Context: an optimization exercise on an open-source flow, tuned for small area and a short achievable clock period. The choices shown serve that exercise and are no tape-out recipe.
Where RTL was checked, it was by simulation tests only, not by an equivalence proof against the original.
Power is estimated from default activity; no workload was simulated.

==> module adv_timer, before the edit <==
module adv_timer (
   input  logic        clk_i,
   input  logic        reset_i,
   input  logic        rst_dly_i,   
   input  logic [7:0]  presc_i,
   input  logic        saw_i,
   input  logic [15:0] start_i,
   input  logic [15:0] end_i,
   input  logic [15:0] comp0_i,
   input  logic [2:0]  op0_i,
   input  logic [15:0] comp1_i,
   input  logic [2:0]  op1_i,
   input  logic [3:0]  cmd_i,       
   output logic [15:0] count_nxt_o,
   output logic        end_o,
   output logic [1:0]  pwm_o
);
   logic cmd_start, cmd_stop, cmd_rst, cmd_update;
   assign {cmd_update, cmd_rst, cmd_stop, cmd_start} = cmd_i;
   logic [7:0]  a_presc;
   logic        a_saw;
   logic [15:0] a_start, a_end, a_comp0, a_comp1;
   logic [2:0]  a_op0, a_op1;
   logic        a_load;
   assign a_load = cmd_update || rst_dly_i;
   always_ff @(posedge clk_i) begin
      if (a_load) begin
         a_presc <= presc_i;
         a_saw   <= saw_i;
         a_start <= start_i;
         a_comp0 <= comp0_i;
         a_op0   <= op0_i;
         a_comp1 <= comp1_i;
         a_op1   <= op1_i;
      end
   end
   always_ff @(posedge clk_i) a_end <= a_end_nxt;
   logic [7:0] a_presc_nxt;
   assign a_presc_nxt = a_load ? presc_i : a_presc;
   logic run_q, run_nxt;
   assign run_nxt = !reset_i && !cmd_stop && (cmd_start || run_q);
   always_ff @(posedge clk_i) run_q <= run_nxt;
   logic [7:0]  presc_q, presc_inc;
   logic        tick_q;
   logic [15:0] count_q;
   logic        dir_q, step_q, end_q;
   logic [7:0]  presc_nxt;
   logic        tick_nxt;
   logic        presc_clr, ge_hold, ge_inc, ge_zero;
   assign presc_clr = rst_dly_i || cmd_rst || (run_q && tick_q);
   assign presc_inc = presc_q + 8'd1;
   assign presc_nxt = presc_clr ? 8'd0 : run_q ? presc_inc : presc_q;
   assign ge_hold   = (presc_q >= a_presc_nxt);
   assign ge_inc    = (presc_inc >= a_presc_nxt);
   assign ge_zero   = (a_presc_nxt == 8'd0);
   assign tick_nxt  = run_nxt && (presc_clr ? ge_zero : run_q ? ge_inc : ge_hold);
   always_ff @(posedge clk_i) begin
      presc_q <= presc_nxt;
      tick_q  <= tick_nxt;
   end
   logic        a_saw_nxt;
   logic [15:0] a_end_nxt;
   logic        at_end_q, down_q;
   assign a_saw_nxt = a_load ? saw_i : a_saw;
   assign a_end_nxt = a_load ? end_i : a_end;
   logic [15:0] dstep, pm_mask, cnt_pm, cnt_base, tgt, x;
   logic        pm_at_tgt, wrap;
   logic        dir_nxt, end_nxt;
   assign dstep = count_q ^ {16{down_q}};    
   assign tgt   = down_q ? a_start : a_end;
   assign x     = count_q ^ tgt;
   always_comb begin
      pm_mask[0] = 1'b1;
      for (int i = 1; i < 16; i++) pm_mask[i] = pm_mask[i-1] && dstep[i-1];
      pm_at_tgt = x[0];
      for (int i = 1; i < 16; i++) pm_at_tgt = pm_at_tgt && (x[i] == (x[i-1] && dstep[i-1]));
   end
   assign cnt_pm = count_q ^ pm_mask;    
   assign wrap   = !down_q && at_end_q;
   assign cnt_base    = tick_q ? cnt_pm : count_q;
   assign count_nxt_o = rst_dly_i ? 16'd0 :
                        (cmd_rst || (tick_q && wrap)) ? a_start : cnt_base;
   always_comb begin
      dir_nxt = dir_q;
      if (rst_dly_i || cmd_rst) dir_nxt = 1'b0;
      else if (tick_q) begin
         if (a_saw)       dir_nxt = 1'b0;
         else if (!dir_q) dir_nxt = !at_end_q && pm_at_tgt;
         else             dir_nxt = !pm_at_tgt;
      end
   end
   assign end_nxt = !reset_i && !cmd_rst && tick_q && (down_q ? pm_at_tgt : at_end_q);
   always_ff @(posedge clk_i) begin
      count_q  <= count_nxt_o;
      dir_q    <= dir_nxt;
      down_q   <= dir_nxt && !a_saw_nxt;
      at_end_q <= (count_nxt_o == a_end_nxt);
      step_q   <= !reset_i && !cmd_rst && tick_q;
      end_q    <= end_nxt;
   end
   assign end_o = end_q;
   timer_compare u_cmp0 (
      .clk_i   (clk_i),
      .reset_i (reset_i),
      .step_i  (step_q),
      .end_i   (end_q),
      .count_i (count_q),
      .comp_i  (a_comp0),
      .op_i    (a_op0),
      .pwm_o   (pwm_o[0])
   );
   timer_compare u_cmp1 (
      .clk_i   (clk_i),
      .reset_i (reset_i),
      .step_i  (step_q),
      .end_i   (end_q),
      .count_i (count_q),
      .comp_i  (a_comp1),
      .op_i    (a_op1),
      .pwm_o   (pwm_o[1])
   );
endmodule
==> flow/config.mk <==
export PLATFORM = sky130hd
export DESIGN_NAME = apb_adv_timer_top
export DESIGN_NICKNAME = apb_adv_timer_top
export VERILOG_FILES = /design/flow/design.v
export SDC_FILE = /design/flow/constraint.sdc
export NUM_CORES = 4
export LEC_CHECK = 0
export ABC_AREA = 1
export CAP_MARGIN = 20
export CORE_MARGIN = 2
export CORE_UTILIZATION = 60
export CTS_CLUSTER_DIAMETER = 100
export CTS_CLUSTER_SIZE = 25
export SETUP_SLACK_MARGIN = 4.4
export SLEW_MARGIN = 20
==> flow/constraint.sdc <==
create_clock -name core_clock -period 7.0 [get_ports {clk_i}]
set_input_delay 1.4000 -clock core_clock [delete_from_list [all_inputs] [get_ports {clk_i}]]
set_output_delay 1.4000 -clock core_clock [all_outputs]
set_load 0.01 [all_outputs]
run.sh (not shown) runs the stock make flow with config.mk's settings and CLKGATE_MAP_FILE= SYNTH_SCRIPT=/design/flow/synth_recipe.tcl, a recipe that flattens the netlist after the stock synthesis.
Change:
--- a/flow/design.v
+++ b/flow/design.v
@@ -130,14 +130,10 @@
    logic        dir_q, step_q, end_q;
    logic [7:0]  presc_nxt;
    logic        tick_nxt;
-   logic        presc_clr, ge_hold, ge_inc, ge_zero;
-   assign presc_clr = rst_dly_i || cmd_rst || (run_q && tick_q);
    assign presc_inc = presc_q + 8'd1;
-   assign presc_nxt = presc_clr ? 8'd0 : run_q ? presc_inc : presc_q;
-   assign ge_hold   = (presc_q >= a_presc_nxt);
-   assign ge_inc    = (presc_inc >= a_presc_nxt);
-   assign ge_zero   = (a_presc_nxt == 8'd0);
-   assign tick_nxt  = run_nxt && (presc_clr ? ge_zero : run_q ? ge_inc : ge_hold);
+   assign presc_nxt = (rst_dly_i || cmd_rst || (run_q && tick_q)) ? 8'd0 :
+                      run_q ? presc_inc : presc_q;
+   assign tick_nxt  = run_nxt && (presc_nxt >= a_presc_nxt);
    always_ff @(posedge clk_i) begin
       presc_q <= presc_nxt;
       tick_q  <= tick_nxt;
What happened: Count of clock-buffer cells in the layout does not change. Setup slack loses 0.065 ns. Cell area shrinks by about 1.5%. Routed wire length grows by about 10%. Core utilization shrinks by 2.7 points. Fmax shrinks by about 2.3%. Synthesized area grows by about 2.4%. First-iteration DRC count grows by 28%. Sequential share of layout area grows by 0.76 points. Synthesized cell count grows by about 12%. Total power grows by 1.4%.
Function not checked in the first run of this note: the RTL went through the layout flow alone.

-- port drivers added, routing unchanged --
How much do the figures lean on ideal ports? The routed layouts below were timed once more, with nothing changed but the port constraints. Step 1, drivers: a clkbuf_16 drives clk_i and a buf_2 each remaining input, both assumed. Step 2 moves the port delays by t, midway between the first and last clock arrival at a register: inputs arrive t later, outputs are due t later. That takes back most of the time a late clock gives input paths. Slacks: ideal / step 1 / step 2; pairs: ideal / step 1.
| run | shift t [ns] | setup slack, ns | worst data-port slew with drivers (ns) | pins driven straight from the clock port |
|---|---|---|---|---|
| the first run | 0.679 | 4.250 / 4.250 / 3.687 | 0.06 | 1 |
| the second run | 0.683 | 4.184 / 4.184 / 3.598 | 0.05 | 1 |
After both steps setup and hold are still met in every run listed. The setup slack of the second run, which loses most, moves by 0.000 ns with the drivers and by -0.586 ns with both steps.
